From an optimization exercise on the open Yosys and OpenROAD flow, aimed at small area and few clock cycles per item; shortcuts taken in it are not production practice. Function was checked by simulation only, so behaviour that the tests miss may differ from the original. Power figures rest on the tool's default switching activity, not on a simulated workload.

== lagoon ==
Design single_wire_humidity_sensor_reader_top, start of the top module:
module single_wire_humidity_sensor_reader_top
(
    input  logic        clk,
    input  logic        rst_n,
    input  logic        in_valid,
    output logic        in_ready,
    input  logic        cmd,
    input  logic        line_level,
    input  logic        cfg_valid,
    output logic        cfg_ready,
    input  logic [7:0]  cfg_index,
    input  logic [15:0] cfg_data,
    output logic        out_valid,
    input  logic        out_ready,
    output logic        drive_enable,
    output logic        drive_level,
    output logic        busy_res,
    output logic        done_res,
    output logic [1:0]  status,
    output logic [12:0] humidity_pct,
    output logic signed [12:0] temperature_c
);
Size: ~590 cells after synthesis, ~110 flip-flops.
export LEC_CHECK = 0
export CAP_MARGIN = 20
export CORE_MARGIN = 2
export CORE_UTILIZATION = 60
export CTS_BUF_LIST = sky130_fd_sc_hd__clkbuf_2 sky130_fd_sc_hd__clkbuf_4 sky130_fd_sc_hd__clkbuf_8
export SLEW_MARGIN = 20
create_clock -name core_clock -period 8.0 [get_ports {clk}]
standard.sh (not shown) runs the stock make flow with config.mk's settings and CLKGATE_MAP_FILE= SYNTH_SCRIPT=/design/flow/synth_recipe.tcl, a recipe that flattens the netlist after the stock synthesis.
==> flow/flow/run.sh <==
#!/bin/bash
# The standard layout with three changes:
#  - synthesis maps the logic with an area-oriented ABC script and leaves
#    adders to ABC (no extract_fa); registers, their cells and names are
#    those of the standard synthesis;
#  - the port buffers are the smallest buffer cell;
#  - clock tree synthesis inserts no dummy loads.
set -euo pipefail
here=$(pwd)
# Synthesis script: synth_recipe.tcl, sourcing a copy of ORFS's synth.tcl
# whose abc call uses flow/abc_area.script.
sed "s|log_cmd abc {\*}\$abc_args|log_cmd abc {*}[lreplace \$abc_args 1 1 $here/flow/abc_area.script]|" \
    "$FLOW_HOME/scripts/synth.tcl" > "$here/area_synth_core.tcl"
grep -q "abc_area.script" "$here/area_synth_core.tcl"
sed "s|source \$::env(SCRIPTS_DIR)/synth.tcl|source $here/area_synth_core.tcl|" \
    "$here/synth_recipe.tcl" > "$here/area_synth.tcl"
grep -q "area_synth_core.tcl" "$here/area_synth.tcl"
bash standard.sh \
    "SYNTH_SCRIPT=$here/area_synth.tcl" \
    "ADDER_MAP_FILE=" \
    "BUFFER_PORTS_ARGS=-buffer_cell sky130_fd_sc_hd__buf_1" \
    "CTS_ARGS=-sink_clustering_enable -repair_clock_nets -dont_use_dummy_load -buf_list {sky130_fd_sc_hd__clkbuf_2 sky130_fd_sc_hd__clkbuf_4 sky130_fd_sc_hd__clkbuf_8}" \
    finish > standard_make.log 2>&1
==> flow/flow/abc_area.script <==
strash
dch -f
amap -F 4 -A 8
strash
dch -f
amap -F 4 -A 8
strash
dch -f
amap -F 4 -A 8
topo
stime -c
dnsize -c
Both conditions hold for lagoon: the flow ran to the end and the final layout passed the timing, design-rule and antenna checks.
Testbench counts of lagoon, summed over its fixed seeds: cycles 368,886, items 368,854.
### lagoon -> fjord
Settings: an added GPL_TIMING_DRIVEN of 0.
Notes after the runs:
- Comparing fjord against lagoon, there is no change at all in post-synthesis area per instance.
- Area growth from synthesis to layout in fjord vs lagoon: up 0.48 points
- fjord vs lagoon: portion of the clock cycle consumed by the worst path in the final layout up
- There was hardly any difference in clock latency reported for the late side of the worst-skew pair between lagoon and fjord.
- Area of all placed cells without fillers: fjord > lagoon
- Critical-path maximum fanout was higher in the run labelled lagoon.
- Fmax (fjord over lagoon): decrease, 2.3%
Setup changes, fjord to juniper
Settings: a deleted GPL_TIMING_DRIVEN that had been 0; a change of CAP_MARGIN from 20 to 0; a change of CORE_UTILIZATION from 60 to 70; a change of SLEW_MARGIN from 20 to 0.
Findings:
In the tables for fjord and juniper, die outline height reads lower with juniper. Looking only at non-clock buffering overhead in the final layout, and setting everything else aside, the higher value of fjord and juniper goes to fjord. juniper reports a higher global-route total usage across every layer than fjord does. Setup slack of the worst register-to-register path: juniper > fjord. Total wire length grows by a few percent when moving from fjord to juniper. Total length of routed met2 wires on juniper is up relative to fjord.

---

Another version of the RTL of single_wire_humidity_sensor_reader_top (not shown whole).
Size: about 570 cells after synthesis, ~66 I/O pins, roughly 6100 µm² of cells after synthesis.
==> flow/design.v (excerpt) <==
module single_wire_humidity_sensor_reader_top
(
    input  logic        clk,
    input  logic        rst_n,
    input  logic        in_valid,
    output logic        in_ready,
    input  logic        cmd,
    input  logic        line_level,
    input  logic        cfg_valid,
    output logic        cfg_ready,
    input  logic [7:0]  cfg_index,
    input  logic [15:0] cfg_data,
    output logic        out_valid,
    input  logic        out_ready,
    output logic        drive_enable,
    output logic        drive_level,
    output logic        busy_res,
    output logic        done_res,
    output logic [1:0]  status,
    output logic [12:0] humidity_pct,
    output logic signed [12:0] temperature_c
);
    function automatic logic cmp_f;
        input logic [15:0] a;
        input logic [15:0] b;
        input logic        cin;
        integer i;
        begin
            cmp_f = cin;
            for (i = 0; i < 16; i = i + 1)
                cmp_f = (a[i] & ~b[i]) | ((a[i] | ~b[i]) & cmp_f);
        end
    endfunction
    logic [15:0] start_low_reg;
    logic [7:0]  release_high_reg;
    logic [7:0]  response_reg;
    logic [7:0]  bit_timeout_reg;
    logic [7:0]  threshold_reg;
    swhsr_pkg::phase_t phase_reg;
    swhsr_pkg::phase_t phase_next;
    logic [7:0]  cnt_lo_reg, cnt_lo_next;
    logic [7:0]  cnt_hi_reg, cnt_hi_next;   
    logic [5:0]  bit_idx_reg;
    logic        out_valid_reg;
    logic [12:0] hq_reg;      
    logic [11:0] tq_reg;      
    logic        sign_reg;    
  ...
Settings: LEC_CHECK=0, CAP_MARGIN=20, CORE_MARGIN=2, CORE_UTILIZATION=60, CTS_BUF_LIST=sky130_fd_sc_hd__clkbuf_2 sky130_fd_sc_hd__clkbuf_4 sky130_fd_sc_hd__clkbuf_8, SLEW_MARGIN=20; clock period 8.0 ns.
==> flow/flow/run.sh <==
#!/bin/bash
# The standard layout, with the port buffers made from the smallest buffer cell
# and clock tree synthesis without dummy loads.
set -euo pipefail
bash standard.sh "BUFFER_PORTS_ARGS=-buffer_cell sky130_fd_sc_hd__buf_1" \
    "CTS_ARGS=-sink_clustering_enable -repair_clock_nets -dont_use_dummy_load -buf_list {sky130_fd_sc_hd__clkbuf_2 sky130_fd_sc_hd__clkbuf_4 sky130_fd_sc_hd__clkbuf_8}" \
    finish > standard_make.log 2>&1
The first run finished clean.
Testbench counts at the start, summed over its fixed seeds: cycles 368,886, items 368,854.
==> next run, changes <==
==> flow/flow/run.sh (replaced) <==
#!/bin/bash
# The standard layout, with the port buffers made from the smallest buffer cell.
set -euo pipefail
bash standard.sh "BUFFER_PORTS_ARGS=-buffer_cell sky130_fd_sc_hd__buf_1" finish > standard_make.log 2>&1
What happened: The changed run went through all stages and came out clean; hold slack stays flat; critical path depth stays the same; sequential share of layout area fell by 0.30 points; power rose by 2.7%; maximum frequency fell by 0.65%.
==> next run, changes <==
==> flow/flow/run.sh (replaced) <==
#!/bin/bash
# The standard layout with three changes:
#  - synthesis maps the logic with an area-oriented ABC script and leaves
#    adders to ABC (no extract_fa); registers, their cells and names are
#    those of the standard synthesis;
#  - the port buffers are the smallest buffer cell;
#  - clock tree synthesis inserts no dummy loads.
set -euo pipefail
here=$(pwd)
# Synthesis script: synth_recipe.tcl, sourcing a copy of ORFS's synth.tcl
# whose abc call uses flow/abc_area.script.
sed "s|log_cmd abc {\*}\$abc_args|log_cmd abc {*}[lreplace \$abc_args 1 1 $here/flow/abc_area.script]|" \
    "$FLOW_HOME/scripts/synth.tcl" > "$here/area_synth_core.tcl"
grep -q "abc_area.script" "$here/area_synth_core.tcl"
sed "s|source \$::env(SCRIPTS_DIR)/synth.tcl|source $here/area_synth_core.tcl|" \
    "$here/synth_recipe.tcl" > "$here/area_synth.tcl"
grep -q "area_synth_core.tcl" "$here/area_synth.tcl"
bash standard.sh \
    "SYNTH_SCRIPT=$here/area_synth.tcl" \
    "ADDER_MAP_FILE=" \
    "BUFFER_PORTS_ARGS=-buffer_cell sky130_fd_sc_hd__buf_1" \
    "CTS_ARGS=-repair_clock_nets -dont_use_dummy_load -buf_list {sky130_fd_sc_hd__clkbuf_16}" \
    finish > standard_make.log 2>&1
==> flow/flow/abc_area.script (new file) <==
strash
dch
amap
strash
dch
amap
topo
stime -c
dnsize -c
Effect: Hold slack degrades by 0.0041 ns. Wire length falls by 2.9%. Cell count rises by 1.3%. Total power falls by 1.1%. Sequential share of layout area rises by 4.0 points.
==> next run, changes <==
--- a/flow/flow/run.sh
+++ b/flow/flow/run.sh
@@ -20,4 +20,4 @@
     "ADDER_MAP_FILE=" \
     "BUFFER_PORTS_ARGS=-buffer_cell sky130_fd_sc_hd__buf_1" \
-    "CTS_ARGS=-repair_clock_nets -dont_use_dummy_load -buf_list {sky130_fd_sc_hd__clkbuf_16}" \
+    "CTS_ARGS=-sink_clustering_enable -repair_clock_nets -dont_use_dummy_load -buf_list {sky130_fd_sc_hd__clkbuf_2 sky130_fd_sc_hd__clkbuf_4 sky130_fd_sc_hd__clkbuf_8}" \
     finish > standard_make.log 2>&1
The new run completed with no timing, DRC or antenna violations.
Sequential cell count does not change.
Wire length falls slightly.
Final area goes down slightly.
Maximum frequency grows slightly.
Count of clock-buffer cells in the layout is unchanged.
==> next run, changes <==
==> flow/run.sh (new file) <==
#!/bin/bash
# synth_recipe.tcl (not shown) runs the flow's synth.tcl, then flattens the netlist and writes it again
# the make line also repeats each setting of config.mk as NAME=value (left out here)
make -C /OpenROAD-flow-scripts/flow DESIGN_CONFIG=/design/flow/config.mk WORK_HOME=/design/flow/orfs CLKGATE_MAP_FILE= SYNTH_SCRIPT=/design/flow/synth_recipe.tcl finish
removed: flow/flow/run.sh
removed: flow/flow/abc_area.script
removed: flow/standard.sh
What happened: Clock-buffer cell count went up by 2. Critical path depth decreases by 11. Power rises by 17%.
==> next run, changes <==
==> flow/flow/run.sh (new file) <==
#!/bin/bash
# The standard layout with three changes:
#  - synthesis maps the logic with an area-oriented ABC script and leaves
#    adders to ABC (no extract_fa); registers, their cells and names are
#    those of the standard synthesis;
#  - the port buffers are the smallest buffer cell;
#  - clock tree synthesis inserts no dummy loads.
set -euo pipefail
here=$(pwd)
# Synthesis script: synth_recipe.tcl, sourcing a copy of ORFS's synth.tcl
# whose abc call uses flow/abc_area.script.
sed "s|log_cmd abc {\*}\$abc_args|log_cmd abc {*}[lreplace \$abc_args 1 1 $here/flow/abc_area.script]|" \
    "$FLOW_HOME/scripts/synth.tcl" > "$here/area_synth_core.tcl"
grep -q "abc_area.script" "$here/area_synth_core.tcl"
sed "s|source \$::env(SCRIPTS_DIR)/synth.tcl|source $here/area_synth_core.tcl|" \
    "$here/synth_recipe.tcl" > "$here/area_synth.tcl"
grep -q "area_synth_core.tcl" "$here/area_synth.tcl"
bash standard.sh \
    "SYNTH_SCRIPT=$here/area_synth.tcl" \
    "ADDER_MAP_FILE=" \
    "BUFFER_PORTS_ARGS=-buffer_cell sky130_fd_sc_hd__buf_1" \
    "CTS_ARGS=-sink_clustering_enable -repair_clock_nets -dont_use_dummy_load -sink_clustering_size 60 -sink_clustering_max_diameter 300 -buf_list {sky130_fd_sc_hd__clkbuf_16}" \
    finish > standard_make.log 2>&1
==> flow/flow/abc_area.script (new file) <==
strash
dch
amap
strash
dch
amap
topo
stime -c
dnsize -c
==> flow/standard.sh (new file) <==
#!/bin/bash
# synth_recipe.tcl (not shown) runs the flow's synth.tcl, then flattens the netlist and writes it again
# the make line also repeats each setting of config.mk as NAME=value (left out here)
make -C /OpenROAD-flow-scripts/flow DESIGN_CONFIG=/design/flow/config.mk WORK_HOME=/design/flow/orfs CLKGATE_MAP_FILE= SYNTH_SCRIPT=/design/flow/synth_recipe.tcl "${@:-finish}"
removed: flow/run.sh
Cell area goes down by 14%.
First-iteration DRC count increases by 41%.
Core utilization falls by 2.4 points.
Clock power increases by 7.8%.
Setup slack is worse by 0.54 ns.
Area after synthesis is lower by 11%.
Sequential cell count stays the same.

-- static timing again, ports no longer ideal --
The flow's constraints put no driver on any port. The routed layouts listed below were extracted and timed again, unchanged, in two steps. Step 1 (the two cells are an assumption about what drives the block):
set clk [get_ports {clk}]
set_driving_cell -lib_cell sky130_fd_sc_hd__clkbuf_16 $clk
set_driving_cell -lib_cell sky130_fd_sc_hd__buf_2 [delete_from_list [all_inputs] $clk]
Step 2 times the ports against the registers' clock, not the clock port: input delays grow and output delays shrink by t, the midpoint of the rising clock arrivals with the driver on. Slacks: ideal / step 1 / step 2; pairs: ideal / step 1.
run | shift t [ns] | slack for setup (ns) | hold slack, ns | slew at the worst register clock pin (ns)
lagoon | 0.388 | 3.005 / 2.972 / 3.189 | 0.453 / 0.453 / 0.453 | 0.11 / 0.11
fjord | 0.387 | 2.888 / 2.888 / 2.888 | 0.442 / 0.442 / 0.442 | 0.10 / 0.10
juniper | 0.386 | 2.912 / 2.880 / 3.129 | 0.452 / 0.452 / 0.452 | 0.10 / 0.10
the first run of note 2 | 0.393 | 2.921 / 2.921 / 2.921 | 0.449 / 0.449 / 0.449 | 0.10 / 0.10
the second run of note 2 | 0.401 | 2.888 / 2.888 / 2.888 | 0.451 / 0.451 / 0.451 | 0.10 / 0.10
the third run of note 2 | 0.373 | 2.310 / 2.310 / 2.310 | 0.447 / 0.447 / 0.447 | 0.07 / 0.07
the fourth run of note 2 | 0.390 | 2.357 / 2.357 / 2.357 | 0.453 / 0.453 / 0.453 | 0.10 / 0.10
the fifth run of note 2 | 0.414 | 2.854 / 2.854 / 2.854 | 0.456 / 0.456 / 0.456 | 0.10 / 0.10
the sixth run of note 2 | 0.373 | 2.310 / 2.310 / 2.310 | 0.447 / 0.447 / 0.447 | 0.07 / 0.07
After both steps every run listed still meets setup and hold.
